This design comes from an exercise in tuning for small area and a short achievable clock period on the open sky130 flow, not from production work.
In this exercise RTL edits were held to simulation tests only and were not proved equivalent to the original.
Power is estimated from default activity; no workload was simulated.

== AL ==
## fifo_generator_1
module fifo_generator_1 (
    input  logic        clk,
    input  logic        srst,
    input  logic [7:0]  din,
    input  logic        wr_en,
    input  logic        rd_en,
    output logic [15:0] dout,
    output logic        full,
    output logic        empty,
    output logic [9:0]  rd_data_count,
    output logic [8:0]  wr_data_count
);
Settings: LEC_CHECK=0, CAP_MARGIN=20, CORE_MARGIN=2, CORE_UTILIZATION=65, CTS_BUF_LIST=sky130_fd_sc_hd__clkbuf_8 sky130_fd_sc_hd__clkbuf_16, CTS_CLUSTER_DIAMETER=60, CTS_CLUSTER_SIZE=30, PLACE_DENSITY=0.7, SETUP_SLACK_MARGIN=2.5, SLEW_MARGIN=20; clock period 5.0 ns.
run.sh (not shown) runs the stock make flow with config.mk's settings and CLKGATE_MAP_FILE= SYNTH_SCRIPT=/design/flow/synth_recipe.tcl, a recipe that flattens the netlist after the stock synthesis.
### AL -> JK
- swapping 2.5 for 2.2 in SETUP_SLACK_MARGIN
- clearing PLACE_DENSITY, which used to be 0.7
- swapping 65 for 55 in CORE_UTILIZATION
==> comparison <==
Compared with AL, in JK total met2 wirelength after detailed routing fell by about 2.2%; combinational fraction of design power stayed essentially flat. JK vs AL, post-CTS setup buffer count went down by 72%. JK: full flow OK, the timing, design-rule and antenna checks passed. From AL to JK, max-cap check violation count did not move at all.

* * *

fifo_generator_1 again, from the RTL that the note above started with.
==> flow/design.v (excerpt) <==
module fifo_generator_1 (
    input  logic        clk,
    input  logic        srst,
    input  logic [7:0]  din,
    input  logic        wr_en,
    input  logic        rd_en,
    output logic [15:0] dout,
    output logic        full,
    output logic        empty,
    output logic [9:0]  rd_data_count,
    output logic [8:0]  wr_data_count
);
Settings: LEC_CHECK=0, CAP_MARGIN=20, CORE_MARGIN=2, CORE_UTILIZATION=55, CTS_BUF_LIST=sky130_fd_sc_hd__clkbuf_8 sky130_fd_sc_hd__clkbuf_16, CTS_CLUSTER_DIAMETER=60, CTS_CLUSTER_SIZE=30, SETUP_SLACK_MARGIN=2.7, SLEW_MARGIN=20, TNS_END_PERCENT=5; clock period 5.0 ns.
Edit:
==> flow/flow/run.sh (new file) <==
#!/bin/bash
# The standard layout, with clock tree synthesis told not to add dummy loads
# and to drive the register clusters with clkbuf_8.
set -e
export CTS_ARGS="-sink_clustering_enable -repair_clock_nets -sink_clustering_size 20 -sink_clustering_max_diameter 45 -buf_list {sky130_fd_sc_hd__clkbuf_8 sky130_fd_sc_hd__clkbuf_16} -root_buf sky130_fd_sc_hd__clkbuf_16 -sink_clustering_buffer sky130_fd_sc_hd__clkbuf_8 -dont_use_dummy_load"
bash standard.sh finish > standard.log 2>&1
==> flow/standard.sh (new file) <==
#!/bin/bash
# synth_recipe.tcl (not shown) runs the flow's synth.tcl, then flattens the netlist and writes it again
# the make line also repeats each setting of config.mk as NAME=value (left out here)
make -C /OpenROAD-flow-scripts/flow DESIGN_CONFIG=/design/flow/config.mk WORK_HOME=/design/flow/orfs CLKGATE_MAP_FILE= SYNTH_SCRIPT=/design/flow/synth_recipe.tcl "${@:-finish}"
CTS_BUF_LIST = default   (was sky130_fd_sc_hd__clkbuf_8 sky130_fd_sc_hd__clkbuf_16)
CTS_CLUSTER_DIAMETER = 45   (was 60)
CTS_CLUSTER_SIZE = 20   (was 30)
SETUP_SLACK_MARGIN = 2.5   (was 2.7)
TNS_END_PERCENT = default   (was 5)
removed: flow/run.sh
Effect:
- via count decreases by 0.99%
- clock skew came out higher by 0.043 ns
- non-clock buffer count decreases by 44
- design area came out lower by 3.3%
- synthesized area does not change
- combinational power goes up by about 2%
Edit:
==> flow/run.sh (new file) <==
#!/bin/bash
# synth_recipe.tcl (not shown) runs the flow's synth.tcl, then flattens the netlist and writes it again
# the make line also repeats each setting of config.mk as NAME=value (left out here)
make -C /OpenROAD-flow-scripts/flow DESIGN_CONFIG=/design/flow/config.mk WORK_HOME=/design/flow/orfs CLKGATE_MAP_FILE= SYNTH_SCRIPT=/design/flow/synth_recipe.tcl finish
CTS_BUF_LIST = sky130_fd_sc_hd__clkbuf_8 sky130_fd_sc_hd__clkbuf_16   (was default)
CTS_CLUSTER_DIAMETER = 60   (was 45)
CTS_CLUSTER_SIZE = 30   (was 20)
SETUP_SLACK_MARGIN = 2.7   (was 2.5)
removed: flow/flow/run.sh
removed: flow/standard.sh
What happened: Power came out higher by roughly a tenth. Wire length came out higher by a few percent. Non-clock buffer count came out higher by 84. Cell area came out higher by a few percent. Utilization came out higher by 3.3 points. Sequential cell count is unchanged. Area after synthesis stays the same. Setup slack improved by 0.078 ns.
Edit:
==> flow/flow/run.sh (new file) <==
#!/bin/bash
# The standard layout, with clock tree synthesis told not to add dummy loads.
set -e
cat standard.sh > standard_sh.log
export CTS_ARGS="-sink_clustering_enable -repair_clock_nets -sink_clustering_size 30 -sink_clustering_max_diameter 60 -buf_list {sky130_fd_sc_hd__clkbuf_8 sky130_fd_sc_hd__clkbuf_16} -dont_use_dummy_load"
bash standard.sh finish > standard.log 2>&1
==> flow/standard.sh (new file) <==
#!/bin/bash
# synth_recipe.tcl (not shown) runs the flow's synth.tcl, then flattens the netlist and writes it again
# the make line also repeats each setting of config.mk as NAME=value (left out here)
make -C /OpenROAD-flow-scripts/flow DESIGN_CONFIG=/design/flow/config.mk WORK_HOME=/design/flow/orfs CLKGATE_MAP_FILE= SYNTH_SCRIPT=/design/flow/synth_recipe.tcl "${@:-finish}"
SETUP_SLACK_MARGIN = 2.5   (was 2.7)
removed: flow/run.sh
The changed run finished with timing, DRC and antenna clean.
Maximum frequency goes down slightly.
Via count falls by a few percent.
Routed wire length goes down by a few percent.
Synthesized cell count is unchanged.
Design area shrinks by a few percent.
Sequential share of layout area came out higher by 3.0 points.
Hold slack is better by 0.032 ns.
First-iteration DRC count shrinks by a little under a tenth.
Core utilization shrinks by 2.6 points.
Cell count is lower by a few percent.
Synthesized area does not change.
Edit:
==> flow/run.sh (new file) <==
#!/bin/bash
# synth_recipe.tcl (not shown) runs the flow's synth.tcl, then flattens the netlist and writes it again
# the make line also repeats each setting of config.mk as NAME=value (left out here)
make -C /OpenROAD-flow-scripts/flow DESIGN_CONFIG=/design/flow/config.mk WORK_HOME=/design/flow/orfs CLKGATE_MAP_FILE= SYNTH_SCRIPT=/design/flow/synth_recipe.tcl finish
CTS_BUF_LIST = sky130_fd_sc_hd__clkbuf_4 sky130_fd_sc_hd__clkbuf_8 sky130_fd_sc_hd__clkbuf_16   (was sky130_fd_sc_hd__clkbuf_8 sky130_fd_sc_hd__clkbuf_16)
CTS_CLUSTER_DIAMETER = 40   (was 60)
CTS_CLUSTER_SIZE = 20   (was 30)
removed: flow/flow/run.sh
removed: flow/standard.sh
Cell count rose by about 5%.
Worst hold slack is worse by 0.083 ns.
Count of clock-buffer cells in the layout rose by 105.
Clock skew fell by 0.019 ns.

[port drivers added, routing unchanged]
The flow's constraints put no driver on any port. The routed layouts listed below were extracted and timed again, unchanged, in two steps.
Step 1 sets driving cells, clkbuf_16 on the clock port and buf_2 on the other inputs (assumed; they add their load-dependent delay and slew).
Step 2 also shifts input and output timing later by t, the mid clock arrival at the registers, as if the neighbouring blocks saw the same clock.
Three values: no drivers, after step 1, after step 2; two values: the first two.
| run | t, ns | setup WS [ns] | worst setup path at the end | slew at the worst register clock pin (ns) | pins driven straight from the clock port |
|---|---|---|---|---|---|
| AL | 0.851 | 2.190 / 2.190 / 1.942 | input to register | 0.11 / 0.11 | 1 |
| JK | 0.873 | 2.255 / 2.194 / 1.557 | input to register | 0.10 / 0.10 | 1 |
| the first run of note 2 | 0.877 | 2.400 / 2.400 / 1.612 | input to register | 0.10 / 0.10 | 1 |
| the second run of note 2 | 0.859 | 2.410 / 2.389 / 1.876 | input to register | 0.12 / 0.12 | 1 |
| the third run of note 2 | 0.875 | 2.488 / 2.435 / 1.951 | input to register | 0.10 / 0.10 | 1 |
| the fourth run of note 2 | 0.855 | 2.438 / 2.438 / 1.879 | input to register | 0.10 / 0.10 | 1 |
| the fifth run of note 2 | 0.941 | 2.446 / 2.361 / 1.863 | input to register | 0.07 / 0.07 | 1 |
After both steps every run listed still meets setup and hold. The setup slack of the first run of note 2, which loses most, moves by 0.000 ns with the drivers and by -0.788 ns with both steps.
